From an optimization exercise on the open Yosys and OpenROAD flow, aimed at small area and a short achievable clock period; shortcuts taken in it are not production practice. Function was checked by simulation only, so behaviour that the tests miss may differ from the original.

==> inputs of 01-28 <==
==> flow/design.v <==
package riscvPkg;
    typedef enum logic [6:0] {
        opR   = 7'b0110011,  
        opImm = 7'b0010011   
    } opcode_e;
    typedef enum logic [3:0] {
        aluAnd = 4'b0000,
        aluOr  = 4'b0001,
        aluAdd = 4'b0010,
        aluSub = 4'b0110,
        aluSll = 4'b0111
    } aluOp_e;
endpackage
`timescale 1ns/1ns
module instrDecoder (
    input  logic                   clk,
    input  logic                   reset,
    input  logic [32-1:0]    instr,
    input  logic                   exWrite,      
    input  logic [5-1:0] exRd,
    input  logic [32-1:1]  validNext,    
    output logic [32-1:1]  rs1Sel,       
    output logic [32-1:1]  rs2Sel,       
    output logic                   bypassA,      
    output logic                   bypassB,
    output logic                   fwdA,         
    output logic                   fwdB,
    output logic                   regWrite,
    output logic [5-1:0] destReg,
    output logic                   useImm,
    output logic                   opSub,
    output logic                   opAnd,
    output logic                   opOr,
    output logic                   opSll,
    output logic [11:0]            imm
);
    logic [6:0]             opcode;
    logic [2:0]             funct3;
    logic [3:0]             functKey;
    logic [5-1:0] rd;
    logic [5-1:0] rs1;
    logic [5-1:0] rs2;
    logic                   isR;
    logic                   isI;
    logic                   decWrite;
    assign opcode   = instr[6:0];
    assign rd       = instr[11:7];
    assign funct3   = instr[14:12];
    assign rs1      = instr[19:15];
    assign rs2      = instr[24:20];
    assign functKey = {instr[30], funct3};
    assign isR      = (opcode == riscvPkg::opR);
    assign isI      = (opcode == riscvPkg::opImm);
    always_comb begin
        decWrite = 1'b0;
        if (isR) begin
            case (functKey)
                4'b0000, 4'b1000, 4'b0111, 4'b0110, 4'b0001: decWrite = 1'b1;
                default: decWrite = 1'b0;
            endcase
        end else if (isI) begin
            decWrite = (funct3 == 3'b000);
        end
    end
    always_ff @(posedge clk or posedge reset) begin
        if (reset) begin
            regWrite <= 1'b0;
            bypassA  <= 1'b0;
            bypassB  <= 1'b0;
            fwdA     <= 1'b0;
            fwdB     <= 1'b0;
        end else begin
            regWrite <= decWrite && (rd != '0);
            bypassA  <= exWrite && (exRd == rs1);
            bypassB  <= exWrite && (exRd == rs2) && !isI;
            fwdA     <= regWrite && (destReg == rs1);
            fwdB     <= regWrite && (destReg == rs2) && !isI;
        end
    end
    always_ff @(posedge clk) begin
        for (int i = 1; i < 32; i++) begin
            rs1Sel[i] <= (rs1 == i) && validNext[i];
            rs2Sel[i] <= (rs2 == i) && validNext[i] && !isI;
        end
        destReg <= rd;
        useImm  <= isI;
        opSub   <= isR && (functKey == 4'b1000);
        opAnd   <= isR && (functKey == 4'b0111);
        opOr    <= isR && (functKey == 4'b0110);
        opSll   <= isR && (functKey == 4'b0001);
        imm     <= instr[31:20];
    end
endmodule
`timescale 1ns/1ns
module operandUnit (
    input  logic                   clk,
    input  logic                   reset,
    input  logic [32-1:1]  rs1Sel,
    input  logic [32-1:1]  rs2Sel,
    input  logic                   bypassA,
    input  logic                   bypassB,
    input  logic                   useImm,
    input  logic [11:0]            imm,
    input  logic [32-1:1]  wbSel,        
    input  logic [64-1:0]       wbData,
    input  logic [64-1:0]       bypassData,   
    output logic [32-1:1]  validNext,
    output logic [64-1:0]       readA,
    output logic [64-1:0]       readB
);
    logic [64-1:0]      regs [32-1:1];
    logic [32-1:1] regValid;
    logic [64-1:0]      rfA;
    logic [64-1:0]      rfB;
    always_ff @(posedge clk or posedge reset) begin
        if (reset) begin
            regValid <= '0;
        end else begin
            regValid <= validNext;
        end
    end
    always_ff @(posedge clk) begin
        for (int i = 1; i < 32; i++) begin
            if (wbSel[i]) regs[i] <= wbData;
        end
    end
    assign validNext = regValid | wbSel;
    always_comb begin
        rfA = '0;
        rfB = '0;
        for (int i = 1; i < 32; i++) begin
            rfA = rfA | ({64{rs1Sel[i]}} & regs[i]);
            rfB = rfB | ({64{rs2Sel[i]}} & regs[i]);
        end
        readA = bypassA ? bypassData : rfA;
        readB = bypassB ? bypassData : rfB;
        if (useImm) readB = {{(64-12){imm[11]}}, imm};
    end
endmodule
`timescale 1ns/1ns
module executeUnit (
    input  logic                   clk,
    input  logic                   reset,
    input  logic [64-1:0]       readA,        
    input  logic [64-1:0]       readB,
    input  logic                   fwdA,         
    input  logic                   fwdB,
    input  logic                   idSub,
    input  logic                   idAnd,
    input  logic                   idOr,
    input  logic                   idSll,
    input  logic                   idWrite,
    input  logic [5-1:0] idRd,
    output logic                   exWrite,
    output logic [5-1:0] exRd,
    output logic [32-1:1]  wbSel,
    output logic [64-1:0]       wbData,       
    output logic                   retireValid,
    output logic [5-1:0] retireRd,
    output logic [64-1:0]       retireData
);
    localparam int N = 64;
    logic [N-1:0] a;
    logic [N-1:0] b;
    logic [7:0]   shLo;          
    logic [7:0]   shHi;          
    logic         sub;
    logic         opAdd;
    logic         opAnd;
    logic         opOr;
    logic         opSll;
    logic [N-1:0] x;
    logic [N-1:0] other;         
    logic [N-1:0] shByte;
    logic [N-1:0] shl;
    logic [N-1:0] res0;          
    logic [N-1:0] res1;          
    logic [N-1:0] g [0:6];
    logic [N-1:0] t [0:6];
    logic [N-1:0] carry;
    always_comb begin
        g[0] = a & b;
        t[0] = a | b;
        for (int l = 0; l < 6; l++) begin
            for (int i = 0; i < N; i++) begin
                if (i >= (1 << l)) begin
                    g[l+1][i] = g[l][i] | (t[l][i] & g[l][i-(1<<l)]);
                    t[l+1][i] = t[l][i] & t[l][i-(1<<l)];
                end else begin
                    g[l+1][i] = g[l][i];
                    t[l+1][i] = t[l][i];
                end
            end
        end
        carry = {g[6][N-2:0], 1'b0};
    end
    always_comb begin
        shByte = '0;
        shl    = '0;
        for (int k = 0; k < 8; k++) begin
            shByte = shByte | ({N{shLo[k]}} & (a << k));
        end
        for (int k = 0; k < 8; k++) begin
            shl = shl | ({N{shHi[k]}} & (shByte << (8 * k)));
        end
    end
    assign x     = a ^ b ^ {N{sub}};
    assign other = ({N{opAnd}} & (a & b))
                 | ({N{opOr}}  & (a | b))
                 | ({N{opSll}} & shl);
    assign res0  = ({N{opAdd}} & x)  | other;
    assign res1  = ({N{opAdd}} & ~x) | other;
    logic [N-1:0] nextA0, nextA1, nextB0, nextB1;
    logic [5:0]   nextSh;
    always_comb begin
        nextA0 = (fwdA ? res0 : readA) ^ {N{idSub}};
        nextA1 = (fwdA ? res1 : readA) ^ {N{idSub}};
        nextB0 = fwdB ? res0 : readB;
        nextB1 = fwdB ? res1 : readB;
        for (int i = 0; i < 6; i++) nextSh[i] = carry[i] ? nextB1[i] : nextB0[i];
    end
    always_ff @(posedge clk) begin
        for (int i = 0; i < N; i++) begin
            a[i] <= carry[i] ? nextA1[i] : nextA0[i];
            b[i] <= carry[i] ? nextB1[i] : nextB0[i];
        end
        for (int k = 0; k < 8; k++) begin
            shLo[k] <= (nextSh[2:0] == k);
            shHi[k] <= (nextSh[5:3] == k);
        end
        sub   <= idSub;
        opAdd <= !(idAnd || idOr || idSll);
        opAnd <= idAnd;
        opOr  <= idOr;
        opSll <= idSll;
        exRd  <= idRd;
    end
    always_ff @(posedge clk or posedge reset) begin
        if (reset) begin
            exWrite     <= 1'b0;
            retireValid <= 1'b0;
            wbSel       <= '0;
        end else begin
            exWrite     <= idWrite;
            retireValid <= exWrite;
            for (int i = 1; i < 32; i++) wbSel[i] <= exWrite && (exRd == i);
        end
    end
    always_ff @(posedge clk) begin
        retireRd   <= exRd;
        for (int i = 0; i < N; i++) begin
            retireData[i] <= carry[i] ? res1[i] : res0[i];
            if (exWrite) wbData[i] <= carry[i] ? res1[i] : res0[i];
        end
    end
endmodule
`timescale 1ns/1ns
module riscvPipe (
    input  logic                   clk,
    input  logic                   reset,
    input  logic [32-1:0]    instr,
    output logic                   retireValid,
    output logic [5-1:0] retireRd,
    output logic [64-1:0]       retireData
);
    logic [32-1:1]  rs1Sel;
    logic [32-1:1]  rs2Sel;
    logic                   bypassA;
    logic                   bypassB;
    logic                   idWrite;
    logic [5-1:0] idRd;
    logic                   idUseImm;
    logic                   idSub;
    logic                   idAnd;
    logic                   idOr;
    logic                   idSll;
    logic [11:0]            idImm;
    logic [64-1:0]       readA;
    logic [64-1:0]       readB;
    logic                   fwdA;
    logic                   fwdB;
    logic                   exWrite;
    logic [5-1:0] exRd;
    logic [32-1:1]  wbSel;
    logic [64-1:0]       wbData;
    logic [32-1:1]  validNext;
    instrDecoder decoder_i (
        .clk      (clk),
        .reset    (reset),
        .instr    (instr),
        .exWrite  (exWrite),
        .exRd     (exRd),
        .validNext(validNext),
        .rs1Sel   (rs1Sel),
        .rs2Sel   (rs2Sel),
        .bypassA  (bypassA),
        .bypassB  (bypassB),
        .fwdA     (fwdA),
        .fwdB     (fwdB),
        .regWrite (idWrite),
        .destReg  (idRd),
        .useImm   (idUseImm),
        .opSub    (idSub),
        .opAnd    (idAnd),
        .opOr     (idOr),
        .opSll    (idSll),
        .imm      (idImm)
    );
    operandUnit operands_i (
        .clk     (clk),
        .reset   (reset),
        .rs1Sel  (rs1Sel),
        .rs2Sel  (rs2Sel),
        .bypassA (bypassA),
        .bypassB (bypassB),
        .useImm  (idUseImm),
        .imm     (idImm),
        .wbSel   (wbSel),
        .wbData  (wbData),
        .bypassData(retireData),
        .validNext(validNext),
        .readA   (readA),
        .readB   (readB)
    );
    executeUnit execute_i (
        .clk         (clk),
        .reset       (reset),
        .readA       (readA),
        .readB       (readB),
        .fwdA        (fwdA),
        .fwdB        (fwdB),
        .idSub       (idSub),
        .idAnd       (idAnd),
        .idOr        (idOr),
        .idSll       (idSll),
        .idWrite     (idWrite),
        .idRd        (idRd),
        .exWrite     (exWrite),
        .exRd        (exRd),
        .wbSel       (wbSel),
        .wbData      (wbData),
        .retireValid (retireValid),
        .retireRd    (retireRd),
        .retireData  (retireData)
    );
endmodule
==> flow/flow/run.sh <==
#!/bin/bash
set -euo pipefail
cd "$(dirname "${BASH_SOURCE[0]}")/.."
bash standard.sh \
  "CTS_ARGS=-sink_clustering_enable -repair_clock_nets -dont_use_dummy_load -sink_clustering_size 30 -sink_clustering_max_diameter 80" \
  finish > flow_make.log 2>&1
==> flow/standard.sh <==
#!/bin/bash
# synth_recipe.tcl (not shown) runs the flow's synth.tcl, then flattens the netlist and writes it again
# the make line also repeats each setting of config.mk as NAME=value (left out here)
make -C /OpenROAD-flow-scripts/flow DESIGN_CONFIG=/design/flow/config.mk WORK_HOME=/design/flow/orfs CLKGATE_MAP_FILE= SYNTH_SCRIPT=/design/flow/synth_recipe.tcl "${@:-finish}"
==> flow/config.mk <==
export PLATFORM = sky130hd
export DESIGN_NAME = riscvPipe
export DESIGN_NICKNAME = riscvPipe
export VERILOG_FILES = /design/flow/design.v
export SDC_FILE = /design/flow/constraint.sdc
export NUM_CORES = 4
export LEC_CHECK = 0
export CAP_MARGIN = 20
export CORE_MARGIN = 2
export CORE_UTILIZATION = 55
export CTS_CLUSTER_DIAMETER = 80
export CTS_CLUSTER_SIZE = 30
export PLACE_DENSITY = 0.65
export SETUP_SLACK_MARGIN = 5
export SLEW_MARGIN = 30
export TNS_END_PERCENT = 100
==> flow/constraint.sdc <==
create_clock -name core_clock -period 8.0 [get_ports {clk}]
set_input_delay 1.6000 -clock core_clock [delete_from_list [all_inputs] [get_ports {clk}]]
set_output_delay 1.6000 -clock core_clock [all_outputs]
set_load 0.01 [all_outputs]
==> 11-25: changes against 01-28 <==
==> flow/run.sh (new file) <==
#!/bin/bash
# synth_recipe.tcl (not shown) runs the flow's synth.tcl, then flattens the netlist and writes it again
# the make line also repeats each setting of config.mk as NAME=value (left out here)
make -C /OpenROAD-flow-scripts/flow DESIGN_CONFIG=/design/flow/config.mk WORK_HOME=/design/flow/orfs CLKGATE_MAP_FILE= SYNTH_SCRIPT=/design/flow/synth_recipe.tcl finish
- CTS_CLUSTER_DIAMETER: 80 -> unset
- CTS_CLUSTER_SIZE: 30 -> unset
removed: flow/flow/run.sh
removed: flow/standard.sh
==> 06-16: changes against 01-28 <==
==> flow/run.sh (new file) <==
#!/bin/bash
# synth_recipe.tcl (not shown) runs the flow's synth.tcl, then flattens the netlist and writes it again
# the make line also repeats each setting of config.mk as NAME=value (left out here)
make -C /OpenROAD-flow-scripts/flow DESIGN_CONFIG=/design/flow/config.mk WORK_HOME=/design/flow/orfs CLKGATE_MAP_FILE= SYNTH_SCRIPT=/design/flow/synth_recipe.tcl finish
- CORE_UTILIZATION: 55 -> 60
- PLACE_DENSITY: 0.65 -> 0.7
removed: flow/flow/run.sh
removed: flow/standard.sh
==> qor.yml <==
run_status:
  status: "finished clean"
floorplanning:
  die_h_um: 425
  core_area_sq_um: 176000
  nWellTaps: 2340
  start_util_pct: 60.4
power_and_ir_drop:
  p_switching_mw: 4.73
  p_leak_nw: 39.2
layout:
  fin_cells: 10500
  layout.nonclk_buf_share_pct: 4.74
critical_path:
  worst_ep_arrival_time_ps: 4280
  worst-path-stages: 9
  r2r_setup_slack_ps: 4430
min_path:
  hold_end: "execute_i.exRd[4]"
timing:
  clock_skew_ps: 77.9
drt:
  wl_um: 564000
global_route:
  grt_pass1_wl_um: 743000
(the above is from 06-16)
==> qor.yml <==
run_status:
  status: "finished clean"
power_and_ir_drop:
  p_leak_nw: 39.0
  p_switching_mw: 4.14
yosys:
  synth_common_cells: "edfxtp_1, a22oi_1, a221oi_1, a22o_1, clkbuf_1"
layout:
  layout.nonclk_buf_share_pct: 4.98
  fin_cells: 10600
  area_delta_synth_final_pct: 12.2
placed_design:
  place_area_sq_um: 110000
critical_path:
  r2r_setup_slack_ps: 4270
  worst-path-stages: 8
  critPathKind: "reg -> reg"
  worst_ep_arrival_time_ps: 4380
  crit_chain: "buf_4, a21oi_1, nand4_1, nor3_2, a21oi_1, nor2_1, a21oi_2, xor2_1"
floorplanning:
  die_h_um: 443
  start_util_pct: 55.3
  core_area_sq_um: 192000
min_path:
  hold_end: "execute_i.exRd[2]"
global_route:
  grt_pass1_wl_um: 740000
(the above is from 01-28)
==> qor.yml <==
floorplanning:
  die_h_um: 443
  nWellTaps: 2526
  start_util_pct: 55.3
  core_area_sq_um: 192000
global_route:
  grt_pass1_wl_um: 741000
power_and_ir_drop:
  p_leak_nw: 41.4
  p_switching_mw: 5.37
critical_path:
  worst_ep_arrival_time_ps: 4340
  r2r_setup_slack_ps: 4430
  worst-path-stages: 8
min_path:
  hold_end: "execute_i.exRd[2]"
layout:
  layout.nonclk_buf_share_pct: 4.81
  fin_cells: 10900
run_status:
  status: "finished clean"
timing:
  clock_skew_ps: 54.2
(the above is from 11-25)

[re-timing with driven ports]
How much do the figures lean on ideal ports? The routed layouts below were timed once more, with nothing changed but the port constraints.
Step 1 sets driving cells, clkbuf_16 on the clock port and buf_2 on the other inputs (assumed; they add their load-dependent delay and slew).
Step 2, shift: input delay + t, output delay - t, t = (earliest + latest rising clock arrival at the registers) / 2. This alone moves slack from input paths to output paths.
Three values: ideal ports, drivers, drivers and shift; two values: the first two.
| run | t (ns) | setup slack, ns | worst hold slack (ns) | worst setup path after step 2 | pins driven straight from the clock port |
|---|---|---|---|---|---|
| 01-28 | 0.922 | 4.275 / 4.275 / 4.250 | 0.393 / 0.393 / 0.393 | input to register | 1 |
| 11-25 | 1.006 | 4.428 / 4.428 / 4.218 | 0.390 / 0.390 / 0.390 | input to register | 1 |
| 06-16 | 0.976 | 4.432 / 4.432 / 4.347 | 0.400 / 0.400 / 0.400 | input to register | 1 |
After both steps every run listed still meets setup and hold. The setup slack of 11-25, which loses most, moves by 0.000 ns with the drivers and by -0.210 ns with both steps.
